What follows belongs to an exercise in optimizing a design on an open flow for small area, a short achievable clock period and few clock cycles per item; a production flow would make more cautious choices. At most, simulation tests tie the RTL to the original design; equivalence was not proved. No activity file was given, so power comes from the tool's default toggle rates.

## maple
// conv3x3_stream_engine
module conv3x3_stream_engine #(
    parameter int BIT_DEPTH = 8,
    parameter int IMG_W     = 28,
    parameter int IMG_H     = 28,
    parameter int ACC_W     = 20,
    parameter int ADDR_W    = 10
) (
    input  logic                 clk,
    input  logic                 rst,
    input  logic                 kernel_wr_en,
    input  logic [3:0]           kernel_wr_addr,
    input  logic [BIT_DEPTH-1:0] kernel_wr_data,
    input  logic                 start,
    input  logic [1:0]           stride,
    input  logic                 relu_en,
    input  logic [4:0]           shift_amt,
    input  logic                 pix_valid,
    input  logic [BIT_DEPTH-1:0] pix_data,
    output logic                 pix_ready,
    output logic                 out_valid,
    output logic [BIT_DEPTH-1:0] out_data,
    output logic [ADDR_W-1:0]    out_addr,
    input  logic                 out_ready,
    output logic                 busy,
    output logic                 done
);
export LEC_CHECK = 0
export CAP_MARGIN = 40
export CORE_MARGIN = 2
export CORE_UTILIZATION = 60
export CTS_BUF_LIST = sky130_fd_sc_hd__clkbuf_8
export CTS_CLUSTER_DIAMETER = 50
export CTS_CLUSTER_SIZE = 14
export SLEW_MARGIN = 55
export SYNTH_HIERARCHICAL = 1
create_clock -name core_clock -period 13.0 [get_ports {clk}]
standard.sh (not shown) runs the stock make flow with config.mk's settings and CLKGATE_MAP_FILE= SYNTH_SCRIPT=/design/flow/synth_recipe.tcl, a recipe that flattens the netlist after the stock synthesis.
==> flow/flow/run.sh <==
#!/bin/bash
# Own layout flow: the standard synthesis and layout, with two changes to
# how the layout is made:
#  - ports are buffered with sky130_fd_sc_hd__buf_2 instead of the default
#    buffer the flow picks (a slow clock-delay cell);
#  - delay cells (clkdlybuf*, dlygate*, dlymetal*) are not used by the
#    resizer's slew/capacitance repair on signal nets.
# Each run of standard.sh writes its full output to a log file here.
set -euo pipefail
bash standard.sh synth > synth.log 2>&1
export BUFFER_PORTS_ARGS="-buffer_cell sky130_fd_sc_hd__buf_2"
export DONT_USE_CELLS="sky130_fd_sc_hd__clkdlybuf4s15_1 sky130_fd_sc_hd__clkdlybuf4s15_2 sky130_fd_sc_hd__clkdlybuf4s18_1 sky130_fd_sc_hd__clkdlybuf4s18_2 sky130_fd_sc_hd__clkdlybuf4s25_1 sky130_fd_sc_hd__clkdlybuf4s25_2 sky130_fd_sc_hd__clkdlybuf4s50_1 sky130_fd_sc_hd__clkdlybuf4s50_2 sky130_fd_sc_hd__dlygate4sd1_1 sky130_fd_sc_hd__dlygate4sd2_1 sky130_fd_sc_hd__dlygate4sd3_1 sky130_fd_sc_hd__dlymetal6s2s_1 sky130_fd_sc_hd__dlymetal6s4s_1 sky130_fd_sc_hd__dlymetal6s6s_1"
bash standard.sh > layout.log 2>&1
Testbench counts of maple, summed over its fixed seeds: cycles 25,476, items 14,027.
Input-level comparison between ember and maple:
--- a/flow/design.v
+++ b/flow/design.v
@@ -89,29 +89,38 @@
             shift_r   <= shift_amt;
             col_in    <= 5'd0;
             row_in    <= 5'd0;
         end else if (accept) begin
             if (col_in == 5'd27) begin
                 col_in <= 5'd0;
                 row_in <= row_in + 5'd1;
             end else begin
                 col_in <= col_in + 5'd1;
             end
         end
     end
-    wire [7:0] kw_dr = rst ? kernel_wr_data : 8'd0;
-    wire       kw_go = !bsy && kernel_wr_en;
+    logic       rst_q, kw_v;
+    logic [3:0] kw_a;
+    logic [7:0] kw_d;
+    always_ff @(posedge clk) begin
+        rst_q <= rst;
+        kw_a  <= kernel_wr_addr;
+        kw_d  <= kernel_wr_data;
+        if (!rst) kw_v <= 1'b0;
+        else      kw_v <= !bsy && kernel_wr_en && (kernel_wr_addr < 4'd9);
+    end
+    wire [7:0] kw_dr = rst_q ? kw_d : 8'd0;
     always_ff @(posedge clk) begin
         for (int i = 0; i < 9; i++) begin
-            if (!rst || (kw_go && kernel_wr_addr == 4'(i))) kr[i] <= kw_dr;
+            if (!rst_q || (kw_v && kw_a == 4'(i))) kr[i] <= kw_dr;
         end
     end
     logic [7:0]      px_d;
     logic            px_v, px_e;
     logic [8*58-1:0] lbc;
     always_ff @(posedge clk) begin
         px_d <= pix_data;
         if (px_v) lbc <= {lbc[8*57-1:0], px_d};
         if (!rst) begin
             px_v <= 1'b0;
             px_e <= 1'b0;
         end else begin
==> run notes <==
- Critical path depth in ember is 1 below maple.
- Cell with the largest stage delay on the worst path = nor3b_2: maple; cell with the largest stage delay on the worst path = edfxtp_1: ember
- Diff maple -> ember | post-placement cell count | up slightly
- Compared to maple, ember leaves more free space in the core.
- Footprint of the multi-input gates of maple is on par with ember.
- The final worst-path cycle share reported for ember is smaller than that of maple by 0.16 points.
- The worst hold slack on ember is in line with that on maple.
- Relative to maple, layout clock buffer count has increased by 1.3% in ember.
- Taking maple as the reference, in ember synthesis-to-layout area growth shrank by 0.39 points; highest attainable clock frequency grew by 0.52%.
- Compare maple and ember | area after synthesis lower: maple
- Compared to maple, ember has combinational fraction of design power 0.7 points lower.
- ember reports a higher final standard cell count with taps included and fillers excluded than maple does.
Testbench counts of ember, summed over its fixed seeds: cycles 25,476, items 14,027.

========
== wip/willow ==
conv3x3_stream_engine, a different RTL version from the one above (not shown whole).
Size: ~0.038 mm2 of cells after synthesis.
export LEC_CHECK = 0
export CAP_MARGIN = 50
export CORE_MARGIN = 2
export CORE_UTILIZATION = 40
export SLEW_MARGIN = 70
export SYNTH_HIERARCHICAL = 1
create_clock -name core_clock -period 13.0 [get_ports {clk}]
run.sh (not shown) runs the stock make flow with config.mk's settings and CLKGATE_MAP_FILE= SYNTH_SCRIPT=/design/flow/synth_recipe.tcl, a recipe that flattens the netlist after the stock synthesis.
Stock flow here: none of the scripts above is used.
Testbench counts of wip/willow, summed over its fixed seeds: cycles 25,476, items 14,027.
Inputs modified between wip/willow and wip/delta:
--- a/flow/design.v
+++ b/flow/design.v
@@ -1902,23 +1902,22 @@
     logic [19:0] m7, m8;
     always_comb begin
         for (int i = 0; i < 20; i++) begin
             m7[i] = (i >= 7) && ({1'b0, shift_r} <= 6'(i - 7));
             m8[i] = (i >= 8) && ({1'b0, shift_r} <= 6'(i - 8));
         end
     end
-    logic               sgn, ovf_s, ovf_u;
-    logic signed [19:0] sum_s, shv;
-    assign sum_s = sum;
+    logic        sgn, ovf_s, ovf_u;
+    logic [19:0] shv;
     logic [7:0]  res;
     always_comb begin
         sgn   = sum[19];
         ovf_s = |((sum ^ {20{sgn}}) & m7);
         ovf_u = |(sum & m8);
-        shv   = sum_s >>> shift_r;
+        shv   = $signed(sum) >>> shift_r;
         if (relu_r) begin
             if (sgn)        res = 8'h00;
             else if (ovf_u) res = 8'hff;
             else            res = shv[7:0];
         end else begin
             if (ovf_s)      res = sgn ? 8'h80 : 8'h7f;
             else            res = shv[7:0];
Notes after the runs:
On combinational power, wip/willow and wip/delta are basically level.
In terms of count of flip-flops with a built-in enable after synthesis, wip/willow and wip/delta differ only marginally.
As far as wire length goes, wip/willow and wip/delta are indistinguishable; the numbers are identical.
Re maximum vdd ir drop: no difference whatsoever between wip/willow and wip/delta.
Maximum root-to-sink buffer count came out exactly the same in wip/willow and wip/delta.
From wip/delta to wip/willow, detailed-route wire length per cell did not move at all.
Re number of buffers outside the clock class in the layout: no difference whatsoever between wip/willow and wip/delta.
Taking wip/willow as the reference, in wip/delta setup skew after layout shows no meaningful change, setup slack shows no meaningful change, shortest clock period the worst path allows after layout shows no meaningful change, count of buffers added by post-CTS timing repair for setup shows no meaningful change, register-to-register slack shows no meaningful change.
For wip/delta, only the layout was checked, not whether the RTL still works.

==> port drivers added, routing unchanged <==
In the flow no input, the clock included, has a driving cell. The finished layouts below were timed again as built, in two steps.
Step 1 sets driving cells, clkbuf_16 on the clock port and buf_2 on the other inputs (assumed; they add their load-dependent delay and slew).
Step 2, shift: input delay + t, output delay - t, t = (earliest + latest rising clock arrival at the registers) / 2. This alone moves slack from input paths to output paths.
a / b / c = ideal / step 1 / step 2; a / b = the first two.
run	shift t [ns]	setup slack, ns	worst data-port slew with drivers (ns)
maple	0.756	9.031 / 8.991 / 8.314	0.05
ember	0.748	9.051 / 9.031 / 8.417	0.04
wip/willow	0.691	8.657 / 8.593 / 8.168	0.05
wip/delta	0.691	8.657 / 8.593 / 8.168	0.05
After both steps every run listed still meets setup and hold. The setup slack of maple, which loses most, moves by -0.040 ns with the drivers and by -0.717 ns with both steps.
